This design comes from an exercise in tuning for small area on the open sky130 flow, not from production work. In this exercise RTL edits were held to simulation tests only and were not proved equivalent to the original. No activity file was given, so power comes from the tool's default toggle rates.

File: design/flow/config.mk
export PLATFORM = sky130hd
export DESIGN_NAME = ex_stage
export DESIGN_NICKNAME = ex_stage
export VERILOG_FILES = /design/flow/design.v
export SDC_FILE = /design/flow/constraint.sdc
export NUM_CORES = 4
export LEC_CHECK = 0
export ABC_AREA = 1
export CAP_MARGIN = 20
export CORE_MARGIN = 2
export CORE_UTILIZATION = 40
export SETUP_SLACK_MARGIN = 0.1
export SLEW_MARGIN = 20
export SYNTH_HIERARCHICAL = 1
File: design/flow/constraint.sdc
create_clock -name core_clock -period 7.0 [get_ports {clock}]
set_input_delay 1.4000 -clock core_clock [delete_from_list [all_inputs] [get_ports {clock}]]
set_output_delay 1.4000 -clock core_clock [all_outputs]
set_load 0.01 [all_outputs]
File: design/flow/design.v
package ex_pkg;
    localparam logic [3:0] ALU_ADD  = 4'd0;
    localparam logic [3:0] ALU_SUB  = 4'd1;
    localparam logic [3:0] ALU_SLL  = 4'd2;
    localparam logic [3:0] ALU_SLT  = 4'd3;
    localparam logic [3:0] ALU_SLTU = 4'd4;
    localparam logic [3:0] ALU_XOR  = 4'd5;
    localparam logic [3:0] ALU_SRL  = 4'd6;
    localparam logic [3:0] ALU_SRA  = 4'd7;
    localparam logic [3:0] ALU_OR   = 4'd8;
    localparam logic [3:0] ALU_AND  = 4'd9;
    localparam logic [5:0] MD_LAST = 6'd33;
endpackage
module muldiv_iter
(
    input  logic [2:0]  op,
    input  logic [31:0] a,
    input  logic [31:0] b,
    input  logic [5:0]  cnt,        
    input  logic [31:0] hi,
    input  logic [31:0] lo,
    output logic        xs_hi,
    output logic        xs_hish,
    output logic        xs_lo31,
    output logic        x_top,
    output logic        ys_a,
    output logic        ys_b,
    output logic        ys_hi,
    output logic        ys_lo,
    output logic        y_top,
    output logic        inv,
    input  logic [32:0] sum,        
    input  logic        co,
    input  logic [31:0] x_low,      
    output logic        shift,      
    output logic [31:0] hi_d,       
    output logic [31:0] lo_d        
);
    logic is_div, sgn, a_neg, b_neg, mul_a_sgn, mul_b_sgn;
    logic first, step1, last_step, final_c, step;
    always_comb begin
        first     = (cnt == 6'd0);
        step1     = (cnt == 6'd1);
        last_step = (cnt == 6'd32);
        final_c   = (cnt == ex_pkg::MD_LAST);
        step      = ~first & ~final_c;
        shift     = step;
        is_div    = op[2];
        sgn       = ~op[0];
        a_neg     = sgn & a[31];
        b_neg     = sgn & b[31];
        mul_a_sgn = op[1] ^ op[0];            
        mul_b_sgn = ~op[1] & op[0];           
        xs_hi   = step & ~is_div & ~step1;
        xs_hish = step & is_div & ~step1;
        xs_lo31 = step & is_div;
        x_top   = xs_hish ? hi[31] : (xs_hi & mul_a_sgn & hi[31]);
        ys_a  = (first & is_div) | (step & ~is_div & lo[0]);
        ys_b  = (first & ~is_div) | (step & is_div);
        ys_hi = final_c & (is_div ? op[1] : (op[1:0] != 2'd0));
        ys_lo = final_c & ~(is_div ? op[1] : (op[1:0] != 2'd0));
        y_top = step & (is_div ? b_neg : (lo[0] & mul_a_sgn & a[31]));
        if (first)
            inv = is_div & a_neg;
        else if (final_c)
            inv = is_div & (op[1] ? a_neg : (sgn & (a[31] ^ b[31]) & ~(&lo)));
        else if (is_div)
            inv = ~b_neg;
        else
            inv = last_step & mul_b_sgn & lo[0];
        if (is_div) begin
            hi_d = co ? sum[31:0] : x_low;
            lo_d = {lo[30:0], co};
        end else begin
            hi_d = sum[32:1];
            lo_d = {sum[0], lo[31:1]};
        end
    end
endmodule
module ex_add #(
    parameter int W = 33
) (
    input  logic [W-1:0] a,
    input  logic [W-1:0] b,
    input  logic         ci,
    output logic [W-1:0] s,
    output logic         co,
    output logic [W-1:0] p,
    output logic [W-1:0] g
);
    logic [W-1:0] gg, pp;
    logic [W:0]   c;
    always_comb begin
        p  = a ^ b;
        g  = a & b;
        gg = g;
        pp = p;
        gg[0] = g[0] | (p[0] & ci);
        for (int l = 1; l < W; l = l * 2)
            for (int j = 2 * l - 1; j < W; j = j + 2 * l) begin
                gg[j] = gg[j] | (pp[j] & gg[j-l]);
                pp[j] = pp[j] & pp[j-l];
            end
        for (int l = W / 2; l >= 1; l = l / 2)
            for (int j = 3 * l - 1; j < W; j = j + 2 * l) begin
                gg[j] = gg[j] | (pp[j] & gg[j-l]);
                pp[j] = pp[j] & pp[j-l];
            end
        c  = {gg, ci};
        s  = p ^ c[W-1:0];
        co = c[W];
    end
endmodule
module ex_cmp (
    input  logic [31:0] a,
    input  logic [31:0] b,
    input  logic        sgn,
    output logic        lt,
    output logic        eq
);
    logic [31:0] l, e;
    always_comb begin
        for (int i = 0; i < 32; i++) begin
            l[i] = ~a[i] & b[i];
            e[i] = ~(a[i] ^ b[i]);
        end
        l[31] = sgn ? (a[31] & ~b[31]) : (~a[31] & b[31]);
        for (int w = 1; w < 32; w = w * 2)
            for (int j = 0; j < 32; j = j + 2 * w) begin
                l[j] = l[j+w] | (e[j+w] & l[j]);
                e[j] = e[j+w] & e[j];
            end
        lt = l[0];
        eq = e[0];
    end
endmodule
module ex_inc #(
    parameter int W = 30
) (
    input  logic [W-1:0] a,
    output logic [W-1:0] s
);
    localparam int B = 5;
    localparam int N = (W + B - 1) / B;
    logic [N:0] bc;
    logic       c;
    always_comb begin
        bc[0] = 1'b1;
        for (int k = 0; k < N; k++) begin
            c = bc[k];
            for (int i = k * B; i < (k + 1) * B && i < W; i++) begin
                s[i] = a[i] ^ c;
                c    = a[i] & c;
            end
            bc[k+1] = bc[k] & (&a[(k * B) +: B]);
        end
    end
endmodule
module ex_stage
(
    input  logic        clock,
    input  logic        reset,
    input  logic [31:0] d1_in,
    input  logic [31:0] d2_in,
    input  logic [4:0]  rd_in,
    input  logic [31:0] imm_in,
    input  logic [31:0] ctrl_in,
    input  logic [31:0] pc_in,
    output logic        branch,
    output logic [31:0] branch_target,
    output logic        stall,
    output logic [31:0] result_out,
    output logic [31:0] store_data_out,
    output logic [4:0]  rd_out,
    output logic        mem_read_out,
    output logic        mem_write_out,
    output logic        reg_write_out,
    output logic [2:0]  mem_size_out
);
    logic [3:0]  alu_op;
    logic [2:0]  funct3;
    logic        use_imm, br, jal, jalr, lui, auipc, mem_read, mem_write, reg_write;
    logic        muldiv, valid;
    assign alu_op    = ctrl_in[3:0];
    assign funct3    = ctrl_in[6:4];
    assign use_imm   = ctrl_in[7];
    assign br        = ctrl_in[8];
    assign jal       = ctrl_in[9];
    assign jalr      = ctrl_in[10];
    assign lui       = ctrl_in[11];
    assign auipc     = ctrl_in[12];
    assign mem_read  = ctrl_in[13];
    assign mem_write = ctrl_in[14];
    assign reg_write = ctrl_in[15];
    assign muldiv    = ctrl_in[16];
    assign valid     = ctrl_in[31];
    logic [5:0]  cnt_q;
    logic [31:0] res_q, st_q;
    logic [31:0] op_b;
    logic        sub, lt_sgn, alu_mode, x_pc, x_d1, y_imm, y_d2;
    logic [32:0] ax, ay, sum, p, g;
    logic        ainv, co;
    logic        xs_hi, xs_hish, xs_lo31, x_top, ys_a, ys_b, ys_hi, ys_lo, y_top, md_inv;
    logic        md_shift;
    logic [31:0] md_hi_d, md_lo_d;
    assign op_b     = use_imm ? imm_in : d2_in;
    assign alu_mode = ~muldiv & ~br;               
    assign sub      = alu_mode & ((alu_op == ex_pkg::ALU_SUB) | (alu_op == ex_pkg::ALU_SLT)
                    | (alu_op == ex_pkg::ALU_SLTU));
    assign lt_sgn   = alu_mode & (alu_op == ex_pkg::ALU_SLT);
    assign x_pc     = ~muldiv & (br | jal | auipc);
    assign x_d1     = ~muldiv & ~br & ~jal & ~auipc & ~lui;
    assign y_imm    = ~muldiv & (use_imm | br | jal);
    assign y_d2     = ~muldiv & ~use_imm & ~br & ~jal;
    always_comb begin
        for (int i = 0; i < 32; i++) begin
            ax[i] = (x_d1 & d1_in[i]) | (x_pc & pc_in[i]) | (muldiv & xs_hi & st_q[i])
                  | (muldiv & xs_hish & (i == 0 ? res_q[31] & xs_lo31 : st_q[i > 0 ? i-1 : 0]));
            ay[i] = (y_imm & imm_in[i]) | ((y_d2 | (muldiv & ys_b)) & d2_in[i])
                  | (muldiv & ys_a & d1_in[i]) | (muldiv & ys_hi & st_q[i]) | (muldiv & ys_lo & res_q[i]);
        end
        ax[0]  = (x_d1 & d1_in[0]) | (x_pc & pc_in[0]) | (muldiv & xs_hi & st_q[0])
               | (muldiv & xs_lo31 & res_q[31]);
        ax[32] = muldiv ? x_top : (lt_sgn & d1_in[31]);
        ay[32] = muldiv ? y_top : (lt_sgn & op_b[31]);
        ainv   = muldiv ? md_inv : sub;
    end
    ex_add #(.W(33)) u_add (.a(ax), .b(ay ^ {33{ainv}}), .ci(ainv), .s(sum), .co(co), .p(p), .g(g));
    muldiv_iter u_muldiv (
        .op      (funct3),
        .a       (d1_in),
        .b       (d2_in),
        .cnt     (cnt_q),
        .hi      (st_q),
        .lo      (res_q),
        .xs_hi   (xs_hi),
        .xs_hish (xs_hish),
        .xs_lo31 (xs_lo31),
        .x_top   (x_top),
        .ys_a    (ys_a),
        .ys_b    (ys_b),
        .ys_hi   (ys_hi),
        .ys_lo   (ys_lo),
        .y_top   (y_top),
        .inv     (md_inv),
        .sum     (sum),
        .co      (co),
        .x_low   (ax[31:0]),
        .shift   (md_shift),
        .hi_d    (md_hi_d),
        .lo_d    (md_lo_d)
    );
    logic        shl;
    logic [31:0] sh_in, sh_r;
    assign shl = (alu_op == ex_pkg::ALU_SLL);
    always_comb begin
        for (int i = 0; i < 32; i++) sh_in[i] = shl ? d1_in[31-i] : d1_in[i];
        sh_r = 32'($signed({(alu_op == ex_pkg::ALU_SRA) & d1_in[31], sh_in}) >>> op_b[4:0]);
    end
    logic        cond, lt_br, eq_br, lt;
    logic [29:0] pc4_hi;
    assign lt = sum[32];
    ex_cmp u_cmp (.a(d1_in), .b(d2_in), .sgn(~funct3[1]), .lt(lt_br), .eq(eq_br));
    ex_inc #(.W(30)) u_pc4 (.a(pc_in[31:2]), .s(pc4_hi));
    assign cond   = funct3[2] ? (lt_br ^ funct3[0]) : (~funct3[1] & (eq_br ^ funct3[0]));
    assign branch = valid & (jal | jalr | (br & cond));
    assign branch_target = {sum[31:1], sum[0] & ~jalr};
    logic [4:0] rd_q;
    logic [2:0] sz_q;
    logic       mr_q, mw_q, rw_q;
    assign stall = valid & muldiv & (cnt_q != ex_pkg::MD_LAST);
    logic        r_md, r_link, r_sum, r_lt, r_p, r_g, r_srl, r_sll;
    logic [31:0] res_d;
    always_comb begin
        r_md  = stall & md_shift;
        r_link = ~r_md & (jal | jalr);
        r_sum = ~r_md & ~jal & ~jalr & (alu_op == ex_pkg::ALU_ADD || alu_op == ex_pkg::ALU_SUB);
        r_lt  = ~r_md & (alu_op == ex_pkg::ALU_SLT || alu_op == ex_pkg::ALU_SLTU);
        r_p   = ~r_md & (alu_op == ex_pkg::ALU_XOR || alu_op == ex_pkg::ALU_OR);
        r_g   = ~r_md & (alu_op == ex_pkg::ALU_AND || alu_op == ex_pkg::ALU_OR);
        r_srl = ~r_md & (alu_op == ex_pkg::ALU_SRL || alu_op == ex_pkg::ALU_SRA);
        r_sll = ~r_md & shl;
        for (int i = 0; i < 32; i++)
            res_d[i] = (r_md & md_lo_d[i]) | (r_link & (i < 2 ? pc_in[i] : pc4_hi[i < 2 ? 0 : i-2])) | (r_sum & sum[i]) | (r_p & p[i])
                     | (r_g & g[i]) | (r_srl & sh_r[i]) | (r_sll & sh_r[31-i]);
        res_d[0] = res_d[0] | (r_lt & lt);
    end
    always_ff @(posedge clock) begin
        if (reset) begin
            cnt_q <= 6'd0;
            mr_q  <= 1'b0;
            mw_q  <= 1'b0;
            rw_q  <= 1'b0;
        end else begin
            cnt_q <= stall ? cnt_q + 6'd1 : 6'd0;
            mr_q  <= ~stall & valid & mem_read;
            mw_q  <= ~stall & valid & mem_write;
            rw_q  <= ~stall & valid & reg_write;
        end
    end
    always_ff @(posedge clock) begin
        res_q <= res_d;
        st_q  <= stall ? md_hi_d : d2_in;
        rd_q  <= rd_in;
        sz_q  <= funct3;
    end
    assign result_out     = res_q;
    assign store_data_out = st_q;
    assign rd_out         = rd_q;
    assign mem_read_out   = mr_q;
    assign mem_write_out  = mw_q;
    assign reg_write_out  = rw_q;
    assign mem_size_out   = sz_q;
endmodule
File: design/flow/flow/run.sh
#!/bin/bash
# The standard layout with these changes:
#  - synthesis (hierarchical, as config.mk sets) maps the adder and
#    incrementer modules (ex_add, ex_inc) with ORFS's own abc script, and every other module with
#    flow/abc_small.script (area-oriented amap, then buffering and sizing);
#    the rest of synth_recipe.tcl is unchanged;
#  - the smallest buffer (buf_1) on every port instead of the default delay
#    buffer; repair upsizes it where needed;
#  - timing-driven placement keeps none of its trial repairs
#    (GPL_KEEP_OVERFLOW=0); the later repair steps fix what is needed.
# Each tool's output stays in orfs/logs; make's own output goes to make_finish.log.
set -euo pipefail
here=$(pwd)
{
  head -n 1 synth_recipe.tcl
  cat <<EOT
proc abc {args} {
  set i [lsearch -exact \$args -script]
  yosys abc {*}\$args *ex_add* *ex_inc*
  yosys abc {*}[lreplace \$args \$i [expr {\$i + 1}] -script $here/flow/abc_small.script] *ex_add* *ex_inc* %u %n
}
EOT
  tail -n +2 synth_recipe.tcl
} > own_synth.tcl
bash standard.sh "SYNTH_SCRIPT=$here/own_synth.tcl" \
  "BUFFER_PORTS_ARGS=-buffer_cell sky130_fd_sc_hd__buf_1" GPL_KEEP_OVERFLOW=0 finish > make_finish.log 2>&1
File: design/flow/flow/abc_small.script
strash
&get -n
&fraig -x
&put
scorr
dc2
dch -f
amap
topo
stime -c
buffer -c
upsize -c
dnsize -c
File: design/flow/standard.sh
#!/bin/bash
# synth_recipe.tcl (not shown) runs the flow's synth.tcl, then flattens the netlist and writes it again
# the make line also repeats each setting of config.mk as NAME=value (left out here)
make -C /OpenROAD-flow-scripts/flow DESIGN_CONFIG=/design/flow/config.mk WORK_HOME=/design/flow/orfs CLKGATE_MAP_FILE= SYNTH_SCRIPT=/design/flow/synth_recipe.tcl "${@:-finish}"
==> results of run 1 <==
==> cell usage in the layout (no fill, tap or decap), types with 33 or more instances in the layout <==
cell and instances:
dfxtp_1 81, inv_1 223, a22oi_1 33, o22a_1 92, o21ai_0 116, buf_1 248
a222oi_1 46, a21oi_1 68, ha_1 90, buf_4 56, nor2b_1 56, nand2_1 145
o22ai_1 96, nor2_1 98
==> power by group <==
part	internal, W	switching [W]	total [W]
combinational	0.000562	0.000956	0.00152
sequential	0.000516	0.0000995	0.000616
clock	0.000284	0.000260	0.000544
total	0.00136	0.00132	0.00268
==> flip-flops by register name, indices dropped and copies added, names as in the netlist <==
name and flops:
mr_q 1, cnt_q 6, res_q 32, rd_q 5, mw_q 1, rw_q 1
st_q 32, sz_q 3
==> worst paths after layout <==
path / from / to / slack (ps) / cells past startpoint
min: cnt_q[0] / cnt_q[0] / 520 / 1
min reg2reg: cnt_q[0] / cnt_q[0] / 520 / 1
max reg2reg: cnt_q[3] / res_q[0] / 730 / 27
max: ctrl_in[7] / branch_target[19] / 180 / 23
==> through the flow <==
stage / hold WS, ps / cell area [sq um] / util, % / setup TNS, ps
2_1_floorplan: 452.1 / 11360 / - / 0
3_3_place_gp: 489.9 / 12360 / 44.37 / -848540
3_5_place_dp: 503.6 / 12960 / 46.53 / -79910
4_1_cts: 524.2 / 13870 / 49.80 / 0
5_1_grt: 556.4 / 14260 / 51.21 / -19.17
6_report: 516.6 / 14270 / 51.21 / 0
==> cell type report <==
class | instances | area share, %
diodes | 1 | 0.01754
clock buffers | 9 | 1.579
clock inverters | 7 | 0.5963
inverters | 244 | 6.849
multi-input cells | 1194 | 61.39
flip-flops and latches | 81 | 11.37
well taps | 378 | 3.315
repair buffers | 347 | 14.72
repair inverters | 3 | 0.1666
==> worst max-delay path, cell delays in order <==
cell and delay (ps):
buf_2 240, o31ai_4 310, buf_8 210, clkinvlp_4 180
buf_12 170, a222oi_1 230, o21ai_1 170, a21oi_1 170
nand2_1 60, o21ai_0 110, ha_1 350, nand2_1 90
nand2_1 60, nand2_1 60, nand2_1 80, a21oi_2 170
nand2_4 110, buf_6 130, buf_4 120, a31o_4 210
fa_2 420, xor2_4 180, buf_2 160
==> timing repair <==
item,CTS,global route
setup buffers,33,27
pin swaps,9,13
setup endpoints to repair,70,38
gates cloned,4,2
resized for setup,72,48
==> metal layers <==
layer | track usage (%) | vias up
met5 | 0 | -
met4 | 35.01 | 0
met3 | 8.927 | 340
met2 | 62.57 | 1206
met1 | 49.32 | 7038
li1 | - | 6554
==> impl_metrics.csv, run 1 <==
group,metric,value,unit
sta,grt_setup_unrepaired,"true",
clock_tree,cts_root_buf,"clkbuf_16",
place,dpl_worst_slack,-1668,ps
die,die_w,172.6,microns
finish,regArea,1622,sq um
grt,grt_use_total,41.10,%
synthesis,synth_cells,1637,
place,gp_congestion,1.015,
detailed_routing,vias,15140,
setup_path,end_kind,"output port",
sta,setup_slack,182.0,ps
power,vdd.ir_drop.worst,0.1018,mV
die,core-area,27860,sq um
grt,grt_pass1_wl,92010,microns
die,start_util,40.79,%
grt,antenna_found_initial,1,
synthesis,netlist_area,11360,sq um
clock_tree,clkTransAtPathRegs,80,ps
detailed_routing,dr_wl_met2,27030,microns
synthesis,synth_nets,1914,
clock_tree,cts_tree,"built",
job,maxCapViolations,0,
die,rows,61,
power,powerDensity,187.7,nW/um^2
detailed_routing,drcViolationCount,0,
finish,area_growth,25.54,%
finish,stdcell_count,2264,
place,dp_hpwl,48400,microns
finish,layout-drive-gt1-share,11.72,%
power,finalPower,0.002678,W
synthesis,yosysWarnings,11,
detailed_routing,highest_layer,"met4",
synthesis,synth_area_per_cell,6.942,sq um
clock_tree,clk_latency,370,ps
grt,first_global_vias,14120,
power,p_leak,6.040,nW
detailed_routing,wl_met3,7386,microns
detailed_routing,ant_nets,0,
status,status,"complete, no violations",
sta,setup_viol,0,
detailed_routing,routed_wirelength,64740,microns
finish,nFillCells,2864,
place,dp_cells,2180,
setup_path,startpoint_type,"input port",
sta,worst_pin_slew,1129,ps
place,numPortBuffers,261,
sta,finClkSkew,18.75,ps
setup_path,cp_max_fo,13,
detailed_routing,firstDrtPassIters,8,
finish,multi_input_area,8758,sq um
sta,period_needed,6818,ps
clock_tree,ctsHoldBuffers,0,
die,pin_count,276,
finish,nNetsFinal,2157,
clock_tree,cts_buffers,9,
setup_path,cp.arrival,5420,ps
setup_path,path_class,"input port to output port",
detailed_routing,via_per_inst,6.686,
sta,min_period_over_period,97.40,%
clock_tree,cts_sinks,81,
sta,max_freq,0.1467,GHz
sta,slew_violations,0,
grt,grt_max_degree,52,
die,die_y,172.6,microns
clock_tree,cts_max_level,3,
detailed_routing,first_iter_violations,2523,
grt,grt_overflow,0,
hold_path,hp-class,"register to register",
clock_tree,cts_buffer_depth,2,
die,die-area,29780,sq um
sta,max-slew-margin-rel,23.95,%
sta,hold_viol,0,
setup_path,crit_required,5600,ps
detailed_routing,routedWlPerCell,28.60,microns
detailed_routing,wl_met1,23560,microns
==> run 2, diff against run 1 <==
--- a/design/flow/flow/run.sh
+++ b/design/flow/flow/run.sh
@@ -4,3 +4,4 @@
 #    incrementer modules (ex_add, ex_inc) with ORFS's own abc script, and every other module with
-#    flow/abc_small.script (area-oriented amap, then buffering and sizing);
+#    flow/abc_small.script (resynthesis and area-oriented amap, then
+#    buffering and sizing);
 #    the rest of synth_recipe.tcl is unchanged;
==> design/flow/flow/abc_small.script (replaced) <==
strash
&get -n
&fraig -x
&put
scorr
dc2
dc2
dch -f
amap
topo
stime -c
buffer -c
upsize -c
dnsize -c
==> run 2 against run 1 <==
  * First-iteration DRC count grew 9.8%
  * Still clean on timing, DRC and antenna
  * Final area down 3.8%
  * Combinational power shrank 5%
  * Clock skew decreased by 5.6 ps
  * Count of clock-buffer cells in the layout up 1
  * Synthesized cell count decreased by 4.2%
  * Register-to-register slack lost 360 ps
  * Sequential share of layout area grew 0.44 points
  * Die area decreased by 3.2%
==> impl_metrics.csv, run 2 <==
group,metric,value,unit
grt,grt_use_total,38.73,%
finish,nNetsFinal,2079,
finish,layout_common_cells,"buf_1, inv_1, nor2_1",
setup_path,path_class,"input port to output port",
sta,max_freq,0.1453,GHz
detailed_routing,drcViolationCount,0,
clock_tree,clkTransAtPathRegs,70,ps
clock_tree,cts_root_buf,"clkbuf_16",
place,numPortBuffers,261,
sta,setup_slack,118.7,ps
hold_path,hp-class,"register to register",
sta,slew_violations,0,
finish,top_regs,"res_q: 32 flops, st_q: 32 flops, cnt_q: 6 flops",
finish,layout-drive-gt1-share,12.62,%
die,rows,60,
die,pin_count,276,
setup_path,end_kind,"output port",
clock_tree,clk_latency,360,ps
die,die_y,169.8,microns
clock_tree,cts_tree,"built",
clock_tree,cts_buffer_depth,2,
sta,min_period_over_period,98.30,%
grt,antenna_found_initial,1,
sta,max-slew-margin-rel,26.33,%
place,dp_cells,2074,
sta,hold_slack,524.3,ps
finish,area_growth,24.90,%
power,vdd.ir_drop.worst,0.09530,mV
sta,grt_setup_unrepaired,"true",
finish,stdcell_count,2149,
setup_path,cp.arrival,5480,ps
finish,nFillCells,2717,
detailed_routing,routed_wirelength,58920,microns
synthesis,synth_nets,1845,
setup_path,crit_required,5600,ps
detailed_routing,first_iter_violations,2771,
detailed_routing,via_per_inst,6.784,
setup_path,startpoint_type,"input port",
die,start_util,40.79,%
place,dpl_worst_slack,-2892,ps
clock_tree,cts_max_level,3,
sta,setup_viol,0,
setup_path,cpMostUsedCell,"nand2_2",
detailed_routing,firstDrtPassIters,10,
die,core-area,26950,sq um
grt,grt_pass1_wl,84020,microns
setup_path,worst_path_largest_cell_delay,390,ps
job,maxCapViolations,0,
setup_path,cp_max_fo,9,
sta,hold_viol,0,
synthesis,netlist_area,10990,sq um
status,status,"complete, no violations",
synthesis,yosysWarnings,11,
place,gp_congestion,1.014,
finish,fin_util,50.95,%
setup_path,worstPathBufferInverterCount,7,
grt,grt_max_degree,41,
setup_path,cpLargestDelayFamily,"simple AND/OR/NAND/NOR gates",
finish,final_common_cell,"buf_1",
die,die_w,169.8,microns
place,dp_hpwl,43110,microns
sta,worst_pin_slew,1104,ps
detailed_routing,ant_nets,0,
power,p_leak,5.820,nW
detailed_routing,routedWlPerCell,27.42,microns
grt,first_global_vias,13330,
clock_tree,cts_buffers,9,
power,powerDensity,187.3,nW/um^2
sta,finClkSkew,13.19,ps
die,die-area,28830,sq um
synthesis,synth_cells,1568,
grt,grt_overflow,0,
detailed_routing,vias,14580,
setup_path,slowest_stage,"fa_2",
sta,period_needed,6881,ps
synthesis,synth_area_per_cell,7.012,sq um
clock_tree,cts_sinks,81,
## run 2: layout make-up
type | instances | area [sq um] | area share (%)
flip-flops and latches | 81 | 1622 | 11.81
well taps | 341 | 426.7 | 3.107
inverters | 225 | 938.4 | 6.834
multi-input cells | 1141 | 8419 | 61.31
clock buffers | 10 | 239.0 | 1.740
repair buffers | 340 | 1981 | 14.42
diodes | 1 | 2.502 | 0.01822
repair inverters | 4 | 38.79 | 0.2825
clock inverters | 6 | 65.06 | 0.4738
## run 2: where the power goes
group          internal, W  leakage [nW]  switching [W]
Combinational     0.000529          4.99       0.000908
Sequential        0.000516         0.681      0.0000864
Clock             0.000288         0.149       0.000244
## run 2: routing by layer
metal | up-vias | share of wire, % | routed length (microns) | GRT usage, %
li1 | 6396 | - | - | -
met1 | 6766 | 39 | 22970 | 50.72
met2 | 1181 | 42 | 24760 | 57.82
met3 | 233 | 13 | 7608 | 10.52
met4 | 2 | 6.1 | 3575 | 20.62
met5 | - | 0.014 | 8 | 0.6957
## run 2: path summary, 6_finish.rpt
path              start                 to  slack [ps]  cells after the start
max reg2reg    res_q[8]           st_q[14]         370                     28
max          ctrl_in[6]  branch_target[31]         120                     31
min reg2reg    cnt_q[3]           cnt_q[3]         520                      2
min            cnt_q[3]           cnt_q[3]         520                      2
## run 2: per-stage QoR
step	power, W	area (sq um)	setup TNS, ps
after global placement	0.001818	11910	-782760
final	0.002572	13730	0
after global routing	0.002677	13730	-12.67
after CTS	0.002463	13430	0
after floorplan	0.001371	10990	0
after detailed placement	0.001856	12510	-193690
## run 2: what timing repair did
item,CTS,global route
hold buffers,0,0
gates cloned,5,2
setup buffers,35,15
gates resized for setup,55,47
pin swaps,7,21
endpoints found under the setup margin,95,52
## run 2: worst min-delay path, delay by kind of cell, from the launching register on
family                 cells  cell delay, ps
AO/OA/AOI/OAI              1              60
buffers and inverters      1              80
flip-flops                 1             330
==> run 3, diff against run 2 <==
--- a/design/flow/config.mk
+++ b/design/flow/config.mk
@@ -11,2 +11,3 @@
 export CORE_UTILIZATION = 40
+export CTS_BUF_LIST = sky130_fd_sc_hd__clkbuf_4 sky130_fd_sc_hd__clkbuf_8
 export SETUP_SLACK_MARGIN = 0.1
==> run 3 against run 2 <==
  * Clock skew is 12 ps higher
  * Synthesized area unchanged
  * Register-to-register slack gained 170 ps
  * Global-route usage about the same
  * Wire length shrank 0.49%
  * Flip-flop and latch count unchanged
  * Critical endpoint is now branch_target[14]
  * Largest power group unchanged
==> impl_metrics.csv, run 3 <==
group,metric,value,unit
status,status,"complete, no violations",
synthesis,netlist_area,10990,sq um
place,dp_hpwl,43110,microns
finish,n_antenna_cell,0,
clock_tree,cts_tree,"built",
clock_tree,cts_root_buf,"clkbuf_8",
sta,setup_viol,0,
power,powerDensity,179.6,nW/um^2
grt,antenna_found_initial,1,
sta,max-slew-margin-rel,26.22,%
sta,worst_pin_slew,1106,ps
detailed_routing,ant_nets,0,
setup_path,cp_max_fo,8,
finish,top_regs,"res_q: 32 flops, st_q: 32 flops, cnt_q: 6 flops",
finish,layout-drive-gt1-share,12.56,%
power,swShare,49.99,%
finish,layout_common_cells,"buf_1, inv_1, nor2_1",
die,start_util,40.79,%
place,gp_congestion,1.014,
grt,first_global_vias,13350,
sta,slew_violations,0,
power,vdd.ir_drop.worst,0.08634,mV
detailed_routing,firstDrtPassIters,9,
die,die-area,28830,sq um
finish,final_common_cell,"buf_1",
die,pin_count,276,
power,p_comb_share,58.7,%
finish,nFillCells,2744,
power,p_seq_share,24.6,%
power,clock_power_share,16.7,%
detailed_routing,drcViolationCount,0,
grt,grt_max_degree,41,
grt,grt_use_total,38.74,%
grt,grt_pass1_wl,84050,microns
detailed_routing,first_iter_violations,2834,
clock_tree,clkTransAtPathRegs,110,ps
synthesis,yosysWarnings,11,
hold_path,hp-class,"register to register",
setup_path,path_class,"input port to output port",
power,switching_power,0.001223,W
synthesis,synth_cells,1568,
sta,max_freq,0.1465,GHz
power,finalPower,0.002447,W
sta,period_needed,6825,ps
sta,hold_viol,0,
detailed_routing,routed_wirelength,58630,microns
job,maxCapViolations,0,
clock_tree,cts_buffers,9,
detailed_routing,routedWlPerCell,27.30,microns
setup_path,crit_required,5600,ps
setup_path,startpoint_type,"input port",
clock_tree,cts_max_level,3,
synthesis,synth_area_per_cell,7.012,sq um
synthesis,synth_nets,1845,
sta,finClkSkew,25.15,ps
clock_tree,clk_latency,410,ps
die,die_y,169.8,microns
finish,nNetsFinal,2079,
sta,grt_setup_unrepaired,"true",
detailed_routing,vias,14480,
power,internal_power,0.001224,W
place,numPortBuffers,261,
die,die_w,169.8,microns
finish,area_growth,23.93,%
die,core-area,26950,sq um
clock_tree,cts_buffer_depth,2,
power,p_leak,5.759,nW
grt,grt_overflow,0,
detailed_routing,via_per_inst,6.743,
clock_tree,cts_sinks,81,
setup_path,end_kind,"output port",
setup_path,cp.arrival,5430,ps
sta,min_period_over_period,97.50,%
die,rows,60,
sta,hold_slack,529.2,ps
[run 3: metrics by stage]
step | util [%] | setup TNS [ps] | worst slack (ps) | std cells | cell area [sq um]
2_1_floorplan | - | 0 | 380.1 | 1568 | 10990
3_3_place_gp | 44.19 | -782760 | -8884 | 2049 | 11910
3_5_place_dp | 46.40 | -193690 | -2892 | 2074 | 12510
4_1_cts | 49.46 | 0 | 121.0 | 2130 | 13330
5_1_grt | 50.56 | -1.722 | -1.722 | 2148 | 13630
6_report | 50.56 | 0 | 174.7 | 2148 | 13630
[run 3: final timing paths]
path | from | endpoint | slack, ps | depth (start not counted)
max | ctrl_in[6] | branch_target[14] | 170 | 24
min | cnt_q[3] | cnt_q[3] | 530 | 2
max reg2reg | cnt_q[2] | st_q[14] | 540 | 28
min reg2reg | cnt_q[3] | cnt_q[3] | 530 | 2
[run 3: power groups by stage]
| stage | Sequential [W] | Clock, W | Combinational (W) |
|---|---|---|---|
| floorplan | 0.000597 | 0 | 0.000774 |
| global placement | 0.000607 | 0 | 0.00121 |
| detailed placement | 0.000607 | 0 | 0.00125 |
| CTS | 0.000596 | 0.000411 | 0.00133 |
| global route | 0.000604 | 0.000419 | 0.00153 |
| finish | 0.000603 | 0.000409 | 0.00144 |
[run 3: repair_timing]
item,in CTS,in global routing
gates cloned,5,2
setup buffers,35,15
gates resized for setup,55,43
hold buffers,0,0
pin swaps,7,13
endpoints found under the setup margin,95,40
[run 3: final cells by class]
cell class,instances,area [sq um],area share [%]
timing repair buffer,340,1976,14.50
clock buffer,10,137.6,1.010
sequential,81,1622,11.90
inverter,225,935.9,6.869
tap,341,426.7,3.131
timing repair inverter,4,38.79,0.2847
clock inverter,6,65.06,0.4775
multi-input combinational,1141,8424,61.83
[run 3: critical path, stage by stage]
cell and delay [ps]:
buf_16 110, buf_4 160, o32ai_1 350, nand2_2 210, clkinvlp_4 130, buf_4 230
buf_4 180, a21oi_2 70, nand2_1 80, o21ai_2 70, inv_2 60, fa_2 190
inv_2 40, fa_2 370, nand3_2 100, nand3_4 90, nand2_2 90, nand2_4 80
inv_1 110, nor2_1 50, nor2_1 240, o21bai_1 150, fa_2 650, buf_1 180
[run 3: layer usage]
layer / track usage (%) / vias to the layer above / wire length, microns
li1: - / 6398 / -
met1: 50.56 / 6713 / 22770
met2: 57.68 / 1145 / 24700
met3: 10.49 / 227 / 7519
met4: 21.40 / 0 / 3649
met5: 0.6957 / - / 0
==> run 4, diff against run 3 <==
--- a/design/flow/config.mk
+++ b/design/flow/config.mk
@@ -11,3 +11,3 @@
 export CORE_UTILIZATION = 40
-export CTS_BUF_LIST = sky130_fd_sc_hd__clkbuf_4 sky130_fd_sc_hd__clkbuf_8
+export CTS_BUF_LIST = sky130_fd_sc_hd__clkbuf_8
 export SETUP_SLACK_MARGIN = 0.1
==> run 4 against run 3 <==
  * Still clean on timing, DRC and antenna
  * Worst setup slack unchanged
  * Global-route usage did not move
  * Count of clock-buffer cells in the layout did not move
  * Flip-flop and latch count is the same
  * Critical path depth stayed put
  * First-iteration DRC count did not move
  * Register-to-register slack about the same
  * Maximum frequency unchanged
  * Clock skew unchanged
  * Synthesized cell count unchanged
  * Worst hold slack did not move
  * Combinational power hardly changed
  * Highest routed layer unchanged
  * Critical path type unchanged
==> impl_metrics.csv, run 4 <==
group,metric,value,unit
status,status,"complete, no violations",
sta,finClkSkew,25.15,ps
setup_path,cp.arrival,5430,ps
place,dpl_worst_slack,-2892,ps
clock_tree,clk_latency,410,ps
power,swShare,49.99,%
job,maxCapViolations,0,
power,p_comb_share,58.7,%
finish,n_antenna_cell,0,
power,switching_power,0.001223,W
grt,first_global_vias,13350,
die,die_w,169.8,microns
clock_tree,cts_tree,"built",
sta,min_period_over_period,97.50,%
die,die-area,28830,sq um
sta,period_needed,6825,ps
finish,layout_common_cells,"buf_1, inv_1, nor2_1",
die,core-area,26950,sq um
power,p_leak,5.759,nW
clock_tree,cts_buffer_depth,2,
detailed_routing,ant_nets,0,
detailed_routing,routedWlPerCell,27.30,microns
die,start_util,40.79,%
synthesis,synth_area_per_cell,7.012,sq um
sta,worst_pin_slew,1106,ps
sta,hold_viol,0,
sta,slew_violations,0,
sta,max-slew-margin-rel,26.22,%
sta,setup_tns,0,ps
place,dp_hpwl,43110,microns
clock_tree,cts_buffers,9,
hold_path,hp-class,"register to register",
clock_tree,cts_max_level,3,
grt,grt_overflow,0,
finish,layout-drive-gt1-share,12.56,%
detailed_routing,first_iter_violations,2834,
setup_path,crit_required,5600,ps
sta,grt_setup_unrepaired,"true",
finish,top_regs,"res_q: 32 flops, st_q: 32 flops, cnt_q: 6 flops",
finish,fin_util,50.56,%
grt,grt_max_degree,41,
clock_tree,cts_sinks,81,
detailed_routing,via_per_inst,6.743,
die,die_y,169.8,microns
setup_path,startpoint_type,"input port",
die,pin_count,276,
detailed_routing,firstDrtPassIters,9,
setup_path,path_class,"input port to output port",
clock_tree,cts_root_buf,"clkbuf_8",
sta,max_freq,0.1465,GHz
detailed_routing,vias,14480,
power,p_seq_share,24.6,%
sta,setup_slack,174.7,ps
synthesis,synth_cells,1568,
power,vdd.ir_drop.worst,0.08634,mV
finish,nFillCells,2744,
detailed_routing,drcViolationCount,0,
setup_path,end_kind,"output port",
power,internal_power,0.001224,W
synthesis,netlist_area,10990,sq um
place,numPortBuffers,261,
grt,grt_pass1_wl,84050,microns
die,rows,60,
synthesis,synth_nets,1845,
finish,nNetsFinal,2079,
finish,area_growth,23.93,%
clock_tree,clkTransAtPathRegs,110,ps
finish,final_common_cell,"buf_1",
power,powerDensity,179.6,nW/um^2
clock_tree,ctsHoldBuffers,0,
place,gp_congestion,1.014,
sta,setup_viol,0,
detailed_routing,routed_wirelength,58630,microns
power,clock_power_share,16.7,%
setup_path,cp_max_fo,8,
sta,hold_slack,529.2,ps
synthesis,yosysWarnings,11,
grt,antenna_found_initial,1,
power,finalPower,0.002447,W
grt,grt_use_total,38.74,%
-- run 4: metal layers --
metal  up-vias  part of all wire, %  track usage, %
met1      6713                   39           50.56
met4         0                  6.2           21.40
li1       6398                    -               -
met2      1145                   42           57.68
met5         -                    0          0.6957
met3       227                   13           10.49
-- run 4: critical path, cell delays in order --
cell,delay [ps]
buf_16,110
buf_4,160
o32ai_1,350
nand2_2,210
clkinvlp_4,130
buf_4,230
buf_4,180
a21oi_2,70
nand2_1,80
o21ai_2,70
inv_2,60
fa_2,190
inv_2,40
fa_2,370
nand3_2,100
nand3_4,90
nand2_2,90
nand2_4,80
inv_1,110
nor2_1,50
nor2_1,240
o21bai_1,150
fa_2,650
buf_1,180
-- run 4: power by group through the flow --
stage,logic (W),registers [W],clock network (W)
floorplan,0.000774,0.000597,0
global placement,0.00121,0.000607,0
detailed placement,0.00125,0.000607,0
CTS,0.00133,0.000596,0.000411
global route,0.00153,0.000604,0.000419
finish,0.00144,0.000603,0.000409
-- run 4: final timing paths --
path,start,to,slack (ps),depth (start not counted)
hold reg to reg,cnt_q[3],cnt_q[3],530,2
setup reg to reg,cnt_q[2],st_q[14],540,28
hold / removal,cnt_q[3],cnt_q[3],530,2
setup / recovery,ctrl_in[6],branch_target[14],170,24
-- run 4: through the flow --
step                std cells  cell area [sq um]
floorplan                1568              10990
global placement         2049              11910
detailed placement       2074              12510
CTS                      2130              13330
global route             2148              13630
finish                   2148              13630
-- run 4: timing repair --
action	CTS	global route
gates cloned	5	2
endpoints found under the setup margin	95	40
endpoints found under the hold margin	0	0
buffers inserted	35	15
pin swaps	7	13
gates resized for setup	55	43
-- run 4: cell type report --
class	instances	area, sq um	share of cell area (%)
repair buffers	340	1976	14.50
clock buffers	10	137.6	1.010
flip-flops and latches	81	1622	11.90
well taps	341	426.7	3.131
inverters	225	935.9	6.869
repair inverters	4	38.79	0.2847
multi-input cells	1141	8424	61.83
clock inverters	6	65.06	0.4775
==> run 5, diff against run 4 <==
--- a/design/flow/config.mk
+++ b/design/flow/config.mk
@@ -12,2 +12,3 @@
 export CTS_BUF_LIST = sky130_fd_sc_hd__clkbuf_8
+export CTS_CLUSTER_DIAMETER = 50
 export SETUP_SLACK_MARGIN = 0.1
==> run 5 against run 4 <==
  * Synthesized cell count stayed put
  * Utilization stayed put
  * Sequential power hardly changed
  * First-iteration DRC count stayed put
  * Worst setup slack stayed put
  * Flip-flop and latch count stayed put
  * Critical path depth stayed put
  * Worst hold slack stayed put
  * Critical path type unchanged
  * Highest routed layer unchanged
==> impl_metrics.csv, run 5 <==
group,metric,value,unit
status,status,"complete, no violations",
clock_tree,cts_max_level,3,
finish,finalInstanceArea,13630,sq um
power,swShare,49.99,%
job,maxCapViolations,0,
die,die-area,28830,sq um
clock_tree,cts_tree,"built",
finish,final_common_cell,"buf_1",
sta,slew_violations,0,
hold_path,min_from,"cnt_q[3]",
clock_tree,cts_buffer_depth,2,
detailed_routing,drcViolationCount,0,
setup_path,reg2reg_slack,540,ps
detailed_routing,first_iter_violations,2834,
place,numPortBuffers,261,
sta,max_freq,0.1465,GHz
place,gp_congestion,1.014,
setup_path,worstPathBufferInverterCount,9,
setup_path,path_class,"input port to output port",
synthesis,yosysWarnings,11,
finish,layout-drive-gt1-share,12.56,%
power,internal_power,0.001224,W
synthesis,synth_area_per_cell,7.012,sq um
power,p_seq_share,24.6,%
die,die_y,169.8,microns
power,powerDensity,179.6,nW/um^2
setup_path,worst_path_largest_cell_delay,650,ps
power,clock_power_share,16.7,%
sta,worst_pin_slew,1106,ps
die,start_util,40.79,%
finish,area_growth,23.93,%
setup_path,end_kind,"output port",
finish,top_regs,"res_q: 32 flops, st_q: 32 flops, cnt_q: 6 flops",
sta,hold_viol,0,
grt,grt_overflow,0,
detailed_routing,ant_nets,0,
grt,antenna_found_initial,1,
sta,setup_viol,0,
setup_path,cpLargestDelayFamily,"adder cells",
clock_tree,cts_sinks,81,
finish,layout_common_cells,"buf_1, inv_1, nor2_1",
detailed_routing,firstDrtPassIters,9,
setup_path,crit_required,5600,ps
finish,nNetsFinal,2079,
detailed_routing,routed_wirelength,58630,microns
power,p_leak,5.759,nW
clock_tree,clkTransAtPathRegs,110,ps
setup_path,slowest_stage,"fa_2",
power,switching_power,0.001223,W
finish,nFillCells,2744,
grt,grt_max_degree,41,
place,dp_hpwl,43110,microns
detailed_routing,via_per_inst,6.743,
power,p_comb_share,58.7,%
sta,min_period_over_period,97.50,%
synthesis,netlist_area,10990,sq um
power,vdd.ir_drop.worst,0.08634,mV
clock_tree,clk_latency,410,ps
setup_path,path_cells,"buf_16 -> buf_4 -> o32ai_1 -> nand2_2 -> clkinvlp_4 -> buf_4 -> buf_4 -> a21oi_2 -> nand2_1 -> o21ai_2 -> inv_2 -> fa_2 -> inv_2 -> fa_2 -> nand3_2 -> nand3_4 -> nand2_2 -> nand2_4 -> inv_1 -> nor2_1 -> nor2_1 -> o21bai_1 -> fa_2 -> buf_1",
place,dpl_worst_slack,-2892,ps
hold_path,whs_path_depth,2,
grt,first_global_vias,13350,
finish,n_antenna_cell,0,
setup_path,cp.arrival,5430,ps
clock_tree,cts_root_buf,"clkbuf_8",
sta,finClkSkew,25.15,ps
setup_path,startpoint_type,"input port",
sta,grt_setup_unrepaired,"true",
finish,fin_util,50.56,%
sta,max-slew-margin-rel,26.22,%
synthesis,synth_cells,1568,
grt,grt_pass1_wl,84050,microns
detailed_routing,routedWlPerCell,27.30,microns
die,pin_count,276,
sta,period_needed,6825,ps
clock_tree,ctsHoldBuffers,0,
die,rows,60,
place,placedInstanceArea,12510,sq um
detailed_routing,vias,14480,
sta,setup_slack,174.7,ps
die,core-area,26950,sq um
setup_path,cp_max_fo,8,
die,die_w,169.8,microns
hold_path,hp-class,"register to register",
hold_path,min_to,"cnt_q[3]",
setup_path,r2r-end,"st_q[14]",
setup_path,reg2reg_depth,28,
setup_path,startpoint,"ctrl_in[6]",
grt,grt_use_total,38.74,%
synthesis,synth_nets,1845,
setup_path,r2r_start,"cnt_q[2]",
clock_tree,cts_buffers,9,
[run 5: worst max-delay path by stage]
stage,end,slack [ps],cells after the start
finish,branch_target[14],170,24
global route,branch_target[31],-2,24
CTS,branch_target[31],120,28
detailed placement,branch_target[23],-2890,29
global placement,res_q[25],-8880,9
floorplan,branch_target[31],380,26
[run 5: cell type report]
type | count | area (sq um) | area share (%)
timing repair buffer | 340 | 1976 | 14.50
clock buffer | 10 | 137.6 | 1.010
inverter | 225 | 935.9 | 6.869
tap | 341 | 426.7 | 3.131
multi-input combinational | 1141 | 8424 | 61.83
timing repair inverter | 4 | 38.79 | 0.2847
clock inverter | 6 | 65.06 | 0.4775
sequential | 81 | 1622 | 11.90
[run 5: layer usage]
| metal | global-route usage (%) | part of all wire [%] |
|---|---|---|
| met5 | 0.6957 | 0 |
| met4 | 21.40 | 6.2 |
| met2 | 57.68 | 42 |
| met3 | 10.49 | 13 |
| met1 | 50.56 | 39 |
[run 5: worst register-to-register path, delay by kind of cell (launching register included)]
kind	cells	cell delay, ps
buffers and inverters	8	1940
AND/OR/NAND/NOR	10	1650
flip-flops	1	360
adder cells (fa/ha/maj)	2	740
AO/OA/AOI/OAI	8	1690
[run 5: power by group through the flow]
stage / clock (W) / sequential (W) / combinational [W]
4_1_cts: 0.000411 / 0.000596 / 0.00133
6_report: 0.000409 / 0.000603 / 0.00144
2_1_floorplan: 0 / 0.000597 / 0.000774
3_5_place_dp: 0 / 0.000607 / 0.00125
5_1_grt: 0.000419 / 0.000604 / 0.00153
3_3_place_gp: 0 / 0.000607 / 0.00121
[run 5: repair_timing]
action	CTS	global route
cloned	5	2
endpoints found under the setup margin	95	40
gates resized for setup	55	43
buffers inserted	35	15
pin swaps	7	13
[run 5: metrics by stage]
stage                     hold WS [ps]  power [W]  setup TNS [ps]  std cells
final                            529.2   0.002447               0       2148
after global placement           510.5   0.001818         -782760       2049
after CTS                        535.8   0.002341               0       2130
after detailed placement         516.9   0.001856         -193690       2074
after floorplan                  487.4   0.001371               0       1568
after global routing             562.7   0.002553          -1.722       2148
==> run 6, diff against run 5 <==
--- a/design/flow/design.v
+++ b/design/flow/design.v
@@ -21,4 +21,4 @@
     input  logic [31:0] lo,
+    input  logic        e,          
     output logic        xs_hi,
-    output logic        xs_hish,
     output logic        xs_lo31,
@@ -27,3 +27,3 @@
     output logic        ys_b,
-    output logic        ys_hi,
+    output logic        ys_rem,
     output logic        ys_lo,
@@ -36,6 +36,8 @@
     output logic [31:0] hi_d,       
-    output logic [31:0] lo_d        
+    output logic [31:0] lo_d,       
+    output logic        e_d         
 );
-    logic is_div, sgn, a_neg, b_neg, mul_a_sgn, mul_b_sgn;
+    logic is_div, sgn, a_neg, b_neg, mul_a_sgn, mul_b_sgn, hi_res;
     logic first, step1, last_step, final_c, step;
+    logic [31:0] rem;
     always_comb begin
@@ -53,11 +55,11 @@
         mul_b_sgn = ~op[1] & op[0];           
-        xs_hi   = step & ~is_div & ~step1;
-        xs_hish = step & is_div & ~step1;
-        xs_lo31 = step & is_div;
-        x_top   = xs_hish ? hi[31] : (xs_hi & mul_a_sgn & hi[31]);
-        ys_a  = (first & is_div) | (step & ~is_div & lo[0]);
-        ys_b  = (first & ~is_div) | (step & is_div);
-        ys_hi = final_c & (is_div ? op[1] : (op[1:0] != 2'd0));
-        ys_lo = final_c & ~(is_div ? op[1] : (op[1:0] != 2'd0));
-        y_top = step & (is_div ? b_neg : (lo[0] & mul_a_sgn & a[31]));
+        hi_res    = is_div ? op[1] : (op[1:0] != 2'd0);    
+        xs_hi   = (step & ~step1) | (final_c & ~is_div & hi_res);
+        xs_lo31 = step1 & is_div;
+        x_top   = step & ~step1 & (is_div ? e : (mul_a_sgn & hi[31]));
+        ys_a   = (first & is_div) | (step & ~is_div & lo[0]);
+        ys_b   = (first & ~is_div) | (step & is_div);
+        ys_rem = final_c & is_div & hi_res;
+        ys_lo  = final_c & ~hi_res;
+        y_top  = step & (is_div ? b_neg : (lo[0] & mul_a_sgn & a[31]));
         if (first)
@@ -70,4 +72,6 @@
             inv = last_step & mul_b_sgn & lo[0];
+        rem = co ? sum[31:0] : x_low;
         if (is_div) begin
-            hi_d = co ? sum[31:0] : x_low;
+            hi_d = {rem[30:0], lo[30]};
+            e_d  = rem[31];
             lo_d = {lo[30:0], co};
@@ -75,2 +79,3 @@
             hi_d = sum[32:1];
+            e_d  = 1'b0;
             lo_d = {sum[0], lo[31:1]};
@@ -202,3 +207,4 @@
     logic        ainv, co;
-    logic        xs_hi, xs_hish, xs_lo31, x_top, ys_a, ys_b, ys_hi, ys_lo, y_top, md_inv;
+    logic        xs_hi, xs_lo31, x_top, ys_a, ys_b, ys_rem, ys_lo, y_top, md_inv;
+    logic        e_q, md_e_d;
     logic        md_shift;
@@ -216,6 +222,6 @@
         for (int i = 0; i < 32; i++) begin
-            ax[i] = (x_d1 & d1_in[i]) | (x_pc & pc_in[i]) | (muldiv & xs_hi & st_q[i])
-                  | (muldiv & xs_hish & (i == 0 ? res_q[31] & xs_lo31 : st_q[i > 0 ? i-1 : 0]));
+            ax[i] = (x_d1 & d1_in[i]) | (x_pc & pc_in[i]) | (muldiv & xs_hi & st_q[i]);
             ay[i] = (y_imm & imm_in[i]) | ((y_d2 | (muldiv & ys_b)) & d2_in[i])
-                  | (muldiv & ys_a & d1_in[i]) | (muldiv & ys_hi & st_q[i]) | (muldiv & ys_lo & res_q[i]);
+                  | (muldiv & ys_a & d1_in[i]) | (muldiv & ys_rem & (i == 31 ? e_q : st_q[i < 31 ? i+1 : 0]))
+                  | (muldiv & ys_lo & res_q[i]);
         end
@@ -235,4 +241,4 @@
         .lo      (res_q),
+        .e       (e_q),
         .xs_hi   (xs_hi),
-        .xs_hish (xs_hish),
         .xs_lo31 (xs_lo31),
@@ -241,3 +247,3 @@
         .ys_b    (ys_b),
-        .ys_hi   (ys_hi),
+        .ys_rem  (ys_rem),
         .ys_lo   (ys_lo),
@@ -250,3 +256,4 @@
         .hi_d    (md_hi_d),
-        .lo_d    (md_lo_d)
+        .lo_d    (md_lo_d),
+        .e_d     (md_e_d)
     );
@@ -303,2 +310,3 @@
         st_q  <= stall ? md_hi_d : d2_in;
+        e_q   <= md_e_d;
         rd_q  <= rd_in;
--- a/design/flow/config.mk
+++ b/design/flow/config.mk
@@ -11,4 +11,2 @@
 export CORE_UTILIZATION = 40
-export CTS_BUF_LIST = sky130_fd_sc_hd__clkbuf_8
-export CTS_CLUSTER_DIAMETER = 50
 export SETUP_SLACK_MARGIN = 0.1
==> run 6 against run 5 <==
  * Sequential power is 2% lower
  * Clock skew down 8.4 ps
  * Maximum frequency decreased by 0.99%
  * Largest power group unchanged
  * Highest routed layer unchanged
==> impl_metrics.csv, run 6 <==
group,metric,value,unit
place,numPortBuffers,261,
status,status,"complete, no violations",
die,rows,61,
finish,layout_common_cells,"buf_1, inv_1, nor2_1",
detailed_routing,routed_wirelength,56620,microns
die,die_y,171.5,microns
synthesis,netlist_area,11220,sq um
power,vdd.ir_drop.worst,0.1124,mV
grt,use_met2,56.10,%
sta,slew_violations,0,
sta,grt_setup_unrepaired,"false",
die,die_w,171.5,microns
setup_path,cp_max_fo,38,
detailed_routing,drcViolationCount,0,
setup_path,cp.arrival,5490,ps
die,core-area,27710,sq um
detailed_routing,routedWlPerCell,25.60,microns
place,dpl_worst_slack,-2389,ps
grt,antenna_found_initial,1,
clock_tree,cts_buffer_depth,2,
finish,final_common_cell,"buf_1",
sta,finClkSkew,16.78,ps
sta,period_needed,6894,ps
sta,worst_pin_slew,1081,ps
place,gp_congestion,0.9866,
setup_path,startpoint_type,"input port",
clock_tree,cts_root_buf,"clkbuf_16",
detailed_routing,ant_nets,0,
finish,top_regs,"res_q: 32 flops, st_q: 32 flops, cnt_q: 6 flops",
grt,grt_use_total,36.94,%
clock_tree,ctsHoldBuffers,0,
sta,setup_viol,0,
grt,grt_use_met3,8.030,%
synthesis,synth_area_per_cell,7.010,sq um
sta,min_period_over_period,98.48,%
clock_tree,clkTransAtPathRegs,60,ps
job,maxCapViolations,0,
finish,area_growth,23.38,%
clock_tree,cts_sinks,82,
finish,nNetsFinal,2105,
clock_tree,cts_tree,"built",
synthesis,yosysWarnings,11,
grt,use_met1,49.25,%
finish,layout-drive-gt1-share,13.04,%
synthesis,synth_nets,1877,
synthesis,synth_cells,1600,
detailed_routing,vias,14460,
setup_path,crit_required,5600,ps
sta,setup_slack,106.3,ps
setup_path,end_kind,"output port",
detailed_routing,firstDrtPassIters,10,
place,dp_cells,2140,
die,start_util,40.48,%
grt,grt_overflow,0,
finish,stdcell_count,2212,
place,dp_hpwl,42030,microns
power,powerDensity,184.2,nW/um^2
sta,hold_viol,0,
sta,max-slew-margin-rel,27.74,%
sta,max_freq,0.1451,GHz
grt,grt_max_degree,67,
finish,nFillCells,2864,
grt,grt_pass1_wl,81830,microns
die,die-area,29400,sq um
detailed_routing,via_per_inst,6.538,
clock_tree,clk_latency,380,ps
setup_path,path_class,"input port to output port",
die,pin_count,276,
hold_path,hp-class,"register to register",
power,p_leak,5.813,nW
clock_tree,cts_buffers,9,
detailed_routing,first_iter_violations,2364,
clock_tree,cts_max_level,3,
grt,first_global_vias,13200,
grt,grt-busiest-layer,"met2",
[run 6: final timing paths]
kind / startpoint / end / slack (ps) / cells past startpoint
worst max-delay path: ctrl_in[6] / branch_target[30] / 110 / 26
worst max register to register: cnt_q[1] / st_q[31] / 560 / 24
worst min register to register: cnt_q[3] / cnt_q[3] / 540 / 2
worst min-delay path: cnt_q[3] / cnt_q[3] / 540 / 2
[run 6: final cells by class]
class                           count  area (sq um)  area share, %
Multi-Input combinational cell   1164          8489          61.35
Clock buffer                       11         252.7          1.826
Timing Repair Buffer              335          1958          14.15
Inverter                          232         923.4          6.673
Antenna cell                        1         2.502        0.01808
Clock inverter                      5         60.06         0.4340
Tap cell                          378         473.0          3.418
Timing Repair inverter              4         37.54         0.2712
Sequential cell                    82          1642          11.86
[run 6: per-stage QoR]
step	hold WS (ps)	instance area, sq um	utilization (%)	TNS, ps	power [W]
after floorplan	494.7	11220	-	0	0.001380
final	541.4	13840	49.95	0	0.002549
after CTS	541.7	13530	48.82	0	0.002443
after global routing	582.8	13840	49.94	0	0.002670
after global placement	521.5	12160	43.88	-805490	0.001814
after detailed placement	527.2	12730	45.95	-142390	0.001845
[run 6: critical path, cell delays in order]
cell,delay [ps]
buf_12,160
buf_16,180
clkinv_16,80
a21oi_1,60
a41oi_1,200
o221ai_2,140
a21oi_4,230
clkbuf_16,210
clkinvlp_4,210
buf_12,210
o21ai_1,270
ha_1,330
nand2_2,90
inv_1,50
nand2_1,60
nand2_1,60
a21oi_2,150
nand2_4,130
nand2_4,90
nand2_4,60
nand2_2,80
nand2_2,70
nand2_1,60
nand2_1,70
fa_2,620
buf_6,140
[run 6: layer usage]
metal | wire length [microns] | part of all wire (%) | vias up
li1 | - | - | 6399
met5 | 0 | 0 | -
met1 | 22550 | 40 | 6824
met2 | 24420 | 43 | 1046
met4 | 3073 | 5.4 | 0
met3 | 6580 | 12 | 192
[run 6: report_power, final]
group          internal [W]  leakage (nW)  switching [W]
clock network      0.000299         0.153       0.000246
logic              0.000517          4.97       0.000900
registers          0.000520         0.689      0.0000681
[run 6: what timing repair did]
action                                  4_1_cts  5_1_grt
setup buffers                                26       23
endpoints found under the hold margin         0        0
cloned                                        4        2
endpoints found under the setup margin       90       53
resized for setup                            37       43
pin swaps                                     5       16
==> run 7, diff against run 6 <==
--- a/design/flow/design.v
+++ b/design/flow/design.v
@@ -15,3 +15,5 @@
 (
-    input  logic [2:0]  op,
+    input  logic        start,      
+    input  logic [2:0]  op,         
+    input  logic [2:0]  op_q,       
     input  logic [31:0] a,
@@ -21,4 +23,4 @@
     input  logic [31:0] lo,
-    input  logic        e,          
     output logic        xs_hi,
+    output logic        xs_hish,
     output logic        xs_lo31,
@@ -27,3 +29,3 @@
     output logic        ys_b,
-    output logic        ys_rem,
+    output logic        ys_hi,
     output logic        ys_lo,
@@ -36,8 +38,7 @@
     output logic [31:0] hi_d,       
-    output logic [31:0] lo_d,       
-    output logic        e_d         
+    output logic [31:0] lo_d        
 );
-    logic is_div, sgn, a_neg, b_neg, mul_a_sgn, mul_b_sgn, hi_res;
+    logic is_div, sgn, a_neg, b_neg, mul_a_sgn, mul_b_sgn;
     logic first, step1, last_step, final_c, step;
-    logic [31:0] rem;
+    logic div0, a_neg0;
     always_comb begin
@@ -49,21 +50,23 @@
         shift     = step;
-        is_div    = op[2];
-        sgn       = ~op[0];
+        div0      = op[2];
+        a_neg0    = ~op[0] & a[31];
+        is_div    = op_q[2];
+        sgn       = ~op_q[0];
         a_neg     = sgn & a[31];
         b_neg     = sgn & b[31];
-        mul_a_sgn = op[1] ^ op[0];            
-        mul_b_sgn = ~op[1] & op[0];           
-        hi_res    = is_div ? op[1] : (op[1:0] != 2'd0);    
-        xs_hi   = (step & ~step1) | (final_c & ~is_div & hi_res);
-        xs_lo31 = step1 & is_div;
-        x_top   = step & ~step1 & (is_div ? e : (mul_a_sgn & hi[31]));
-        ys_a   = (first & is_div) | (step & ~is_div & lo[0]);
-        ys_b   = (first & ~is_div) | (step & is_div);
-        ys_rem = final_c & is_div & hi_res;
-        ys_lo  = final_c & ~hi_res;
-        y_top  = step & (is_div ? b_neg : (lo[0] & mul_a_sgn & a[31]));
+        mul_a_sgn = op_q[1] ^ op_q[0];        
+        mul_b_sgn = ~op_q[1] & op_q[0];       
+        xs_hi   = step & ~is_div & ~step1;
+        xs_hish = step & is_div & ~step1;
+        xs_lo31 = step & is_div;
+        x_top   = xs_hish ? hi[31] : (xs_hi & mul_a_sgn & hi[31]);
+        ys_a  = (first & start & div0) | (step & ~is_div & lo[0]);
+        ys_b  = (first & start & ~div0) | (step & is_div);
+        ys_hi = final_c & (is_div ? op_q[1] : (op_q[1:0] != 2'd0));
+        ys_lo = final_c & ~(is_div ? op_q[1] : (op_q[1:0] != 2'd0));
+        y_top = step & (is_div ? b_neg : (lo[0] & mul_a_sgn & a[31]));
         if (first)
-            inv = is_div & a_neg;
+            inv = start & div0 & a_neg0;
         else if (final_c)
-            inv = is_div & (op[1] ? a_neg : (sgn & (a[31] ^ b[31]) & ~(&lo)));
+            inv = is_div & (op_q[1] ? a_neg : (sgn & (a[31] ^ b[31]) & ~(&lo)));
         else if (is_div)
@@ -72,6 +75,4 @@
             inv = last_step & mul_b_sgn & lo[0];
-        rem = co ? sum[31:0] : x_low;
         if (is_div) begin
-            hi_d = {rem[30:0], lo[30]};
-            e_d  = rem[31];
+            hi_d = co ? sum[31:0] : x_low;
             lo_d = {lo[30:0], co};
@@ -79,3 +80,2 @@
             hi_d = sum[32:1];
-            e_d  = 1'b0;
             lo_d = {sum[0], lo[31:1]};
@@ -203,8 +203,8 @@
     logic [31:0] res_q, st_q;
+    logic [2:0]  sz_q;
     logic [31:0] op_b;
-    logic        sub, lt_sgn, alu_mode, x_pc, x_d1, y_imm, y_d2;
+    logic        sub, lt_sgn, x_pc, x_d1, y_imm, y_d2;
     logic [32:0] ax, ay, sum, p, g;
     logic        ainv, co;
-    logic        xs_hi, xs_lo31, x_top, ys_a, ys_b, ys_rem, ys_lo, y_top, md_inv;
-    logic        e_q, md_e_d;
+    logic        xs_hi, xs_hish, xs_lo31, x_top, ys_a, ys_b, ys_hi, ys_lo, y_top, md_inv;
     logic        md_shift;
@@ -212,9 +212,8 @@
     assign op_b     = use_imm ? imm_in : d2_in;
-    assign alu_mode = ~muldiv & ~br;               
-    assign sub      = alu_mode & ((alu_op == ex_pkg::ALU_SUB) | (alu_op == ex_pkg::ALU_SLT)
+    assign sub      = ~br & ((alu_op == ex_pkg::ALU_SUB) | (alu_op == ex_pkg::ALU_SLT)
                     | (alu_op == ex_pkg::ALU_SLTU));
-    assign lt_sgn   = alu_mode & (alu_op == ex_pkg::ALU_SLT);
-    assign x_pc     = ~muldiv & (br | jal | auipc);
+    assign lt_sgn   = ~br & (alu_op == ex_pkg::ALU_SLT);
+    assign x_pc     = br | jal | auipc;
     assign x_d1     = ~muldiv & ~br & ~jal & ~auipc & ~lui;
-    assign y_imm    = ~muldiv & (use_imm | br | jal);
+    assign y_imm    = use_imm | br | jal;
     assign y_d2     = ~muldiv & ~use_imm & ~br & ~jal;
@@ -222,12 +221,12 @@
         for (int i = 0; i < 32; i++) begin
-            ax[i] = (x_d1 & d1_in[i]) | (x_pc & pc_in[i]) | (muldiv & xs_hi & st_q[i]);
-            ay[i] = (y_imm & imm_in[i]) | ((y_d2 | (muldiv & ys_b)) & d2_in[i])
-                  | (muldiv & ys_a & d1_in[i]) | (muldiv & ys_rem & (i == 31 ? e_q : st_q[i < 31 ? i+1 : 0]))
-                  | (muldiv & ys_lo & res_q[i]);
+            ax[i] = (x_d1 & d1_in[i]) | (x_pc & pc_in[i]) | (xs_hi & st_q[i])
+                  | (xs_hish & (i == 0 ? res_q[31] & xs_lo31 : st_q[i > 0 ? i-1 : 0]));
+            ay[i] = (y_imm & imm_in[i]) | ((y_d2 | ys_b) & d2_in[i])
+                  | (ys_a & d1_in[i]) | (ys_hi & st_q[i]) | (ys_lo & res_q[i]);
         end
-        ax[0]  = (x_d1 & d1_in[0]) | (x_pc & pc_in[0]) | (muldiv & xs_hi & st_q[0])
-               | (muldiv & xs_lo31 & res_q[31]);
-        ax[32] = muldiv ? x_top : (lt_sgn & d1_in[31]);
-        ay[32] = muldiv ? y_top : (lt_sgn & op_b[31]);
-        ainv   = muldiv ? md_inv : sub;
+        ax[0]  = (x_d1 & d1_in[0]) | (x_pc & pc_in[0]) | (xs_hi & st_q[0])
+               | (xs_lo31 & res_q[31]);
+        ax[32] = x_top | (lt_sgn & d1_in[31]);
+        ay[32] = y_top | (lt_sgn & op_b[31]);
+        ainv   = md_inv | sub;
     end
@@ -235,3 +234,5 @@
     muldiv_iter u_muldiv (
+        .start   (muldiv),
         .op      (funct3),
+        .op_q    (sz_q),
         .a       (d1_in),
@@ -241,4 +242,4 @@
         .lo      (res_q),
-        .e       (e_q),
         .xs_hi   (xs_hi),
+        .xs_hish (xs_hish),
         .xs_lo31 (xs_lo31),
@@ -247,3 +248,3 @@
         .ys_b    (ys_b),
-        .ys_rem  (ys_rem),
+        .ys_hi   (ys_hi),
         .ys_lo   (ys_lo),
@@ -256,4 +257,3 @@
         .hi_d    (md_hi_d),
-        .lo_d    (md_lo_d),
-        .e_d     (md_e_d)
+        .lo_d    (md_lo_d)
     );
@@ -275,3 +275,2 @@
     logic [4:0] rd_q;
-    logic [2:0] sz_q;
     logic       mr_q, mw_q, rw_q;
@@ -310,3 +309,2 @@
         st_q  <= stall ? md_hi_d : d2_in;
-        e_q   <= md_e_d;
         rd_q  <= rd_in;
==> run 7 against run 6 <==
  * Combinational power increased by 17%
  * Clock power rose by 1%
  * Worst setup slack improved by 85 ps
  * Flip-flop and latch count down 1
  * Worst hold slack lost 23 ps
  * Total power up 11%
  * Non-clock buffer count decreased by 8
  * Critical path depth decreased by 3
  * Maximum frequency grew 1.2%
  * Final area fell by 1.1%
  * Die area fell by 1.2%
==> impl_metrics.csv, run 7 <==
group,metric,value,unit
status,status,"complete, no violations",
hold_path,hp-class,"register to register",
setup_path,cpMostUsedCell,"nand2_2",
sta,min_period_over_period,97.27,%
clock_tree,cts_tree,"built",
job,maxCapViolations,0,
setup_path,cp_max_fo,66,
place,gp_congestion,1.063,
finish,layout_common_cells,"buf_1, inv_1, nor2_1",
sta,setup_viol,0,
synthesis,synth_area_per_cell,6.886,sq um
detailed_routing,via_per_inst,6.829,
grt,grt_max_degree,67,
clock_tree,clk_latency,370,ps
grt,grt_overflow,0,
setup_path,cp_num_cells,23,
sta,grt_setup_unrepaired,"true",
finish,top_regs,"res_q: 32 flops, st_q: 32 flops, cnt_q: 6 flops",
synthesis,yosysWarnings,11,
setup_path,path_class,"register to output port",
die,die_w,170.4,microns
setup_path,crit_required,5600,ps
place,dp_hpwl,49050,microns
finish,layout-drive-gt1-share,10.32,%
detailed_routing,firstDrtPassIters,10,
finish,nNetsFinal,2103,
clock_tree,ctsHoldBuffers,0,
hold_path,min_from,"cnt_q[0]",
synthesis,synth_cells,1609,
die,start_util,40.88,%
clock_tree,cts_sinks,81,
sta,period_needed,6809,ps
power,p_leak,5.773,nW
sta,max-slew-margin-rel,32.49,%
setup_path,worstPathBufferInverterCount,7,
die,rows,60,
finish,n_antenna_cell,0,
hold_path,whs_path_depth,1,
finish,final_common_cell,"buf_1",
clock_tree,cts_buffer_depth,2,
setup_path,r2r-end,"res_q[0]",
clock_tree,cts_max_level,3,
setup_path,cp.arrival,5410,ps
clock_tree,cts_buffers,9,
setup_path,reg2reg_depth,24,
sta,slew_violations,0,
die,die-area,29050,sq um
setup_path,slowest_stage,"dfxtp_4",
detailed_routing,vias,15040,
## run 7: changes by cell type in the layout (fill, tap and decap cells not counted), sizes merged, moves of 6 or more
cell | previous run | this run
a222oi | 47 | 57
inv | 226 | 220
o21ai | 104 | 76
o2111ai | 11 | 32
nor2 | 166 | 156
nand2 | 127 | 146
o221ai | 22 | 13
a221oi | 23 | 14
o22ai | 136 | 146
nand3b | 13 | 22
nand2b | 1 | 26
## run 7: metrics by stage
stage                     setup WS (ps)  area, sq um  hold WS [ps]  utilization [%]
after global routing              50.35        13690         548.8            50.50
after global placement            -7939        12040         483.7            44.43
after CTS                         109.6        13370         514.7            49.34
after detailed placement          -1391        12740         486.5            47.02
after floorplan                   761.4        11080         456.5                -
final                             191.2        13690         518.2            50.50
## run 7: final cells by class
class | count | area (sq um)
Fill cell | 2814 | 13420
Clock inverter | 6 | 73.82
Multi-Input combinational cell | 1185 | 8551
Sequential cell | 81 | 1627
Tap cell | 372 | 465.4
Timing Repair inverter | 1 | 7.507
Timing Repair Buffer | 327 | 1884
Inverter | 221 | 838.3
Clock buffer | 10 | 239.0
## run 7: worst register-to-register path: cells and delay by family (launching register included)
family / cells / cell delay (ps)
compound gates: 8 / 2170
fa+ha+maj: 2 / 680
buf+inv: 6 / 1690
flops: 1 / 360
simple gates: 8 / 1760
## run 7: how the worst max path moves through the flow
stage | startpoint | end | slack (ps)
finish | sz_q[2] | branch_target[19] | 190
global route | cnt_q[1] | branch_target[31] | 50
CTS | d1_in[31] | branch_target[31] | 110
detailed placement | d1_in[31] | branch_target[31] | -1390
global placement | sz_q[2] | st_q[30] | -7940
floorplan | ctrl_in[8] | branch_target[31] | 760
## run 7: power breakdown
part	switching, W	internal (W)	total (W)
registers	0.000105	0.000516	0.000621
clock network	0.000259	0.000292	0.000551
logic	0.00108	0.000576	0.00166
## run 7: what timing repair did
item,in CTS,in global routing
gates resized for setup,37,40
pin swaps,7,16
setup buffers,14,19
endpoints found under the setup margin,63,53
cloned,2,2
## run 7: routing by layer
layer	track usage, %	vias up	part of all wire (%)
met5	1.217	-	0.11
met2	59.44	1321	40
met4	17.17	6	5.5
met3	13.60	231	15
li1	-	6422	-
met1	58.01	7064	40

## what the ideal ports hide
No port has a modelled driver above. Below, the same layouts with a new extraction and two added sets of constraints. Step 1 sets driving cells, clkbuf_16 on the clock port and buf_2 on the other inputs (assumed; they add their load-dependent delay and slew). Step 2 also shifts input and output timing later by t, the mid clock arrival at the registers, as if the neighbouring blocks saw the same clock. Three values: no drivers, after step 1, after step 2; two values: the first two.
| run | t, ns | setup WS [ns] |
|---|---|---|
| run 1 | 0.407 | 0.182 / 0.046 / 0.046 |
| run 2 | 0.405 | 0.119 / -0.043 / -0.289 |
| run 3 | 0.441 | 0.175 / 0.018 / -0.198 |
| run 4 | 0.441 | 0.175 / 0.018 / -0.198 |
| run 5 | 0.441 | 0.175 / 0.018 / -0.198 |
| run 6 | 0.419 | 0.106 / 0.058 / -0.093 |
| run 7 | 0.409 | 0.191 / 0.141 / -0.220 |
Met with ideal ports but missed after step 2: setup timing in 6 of these runs.
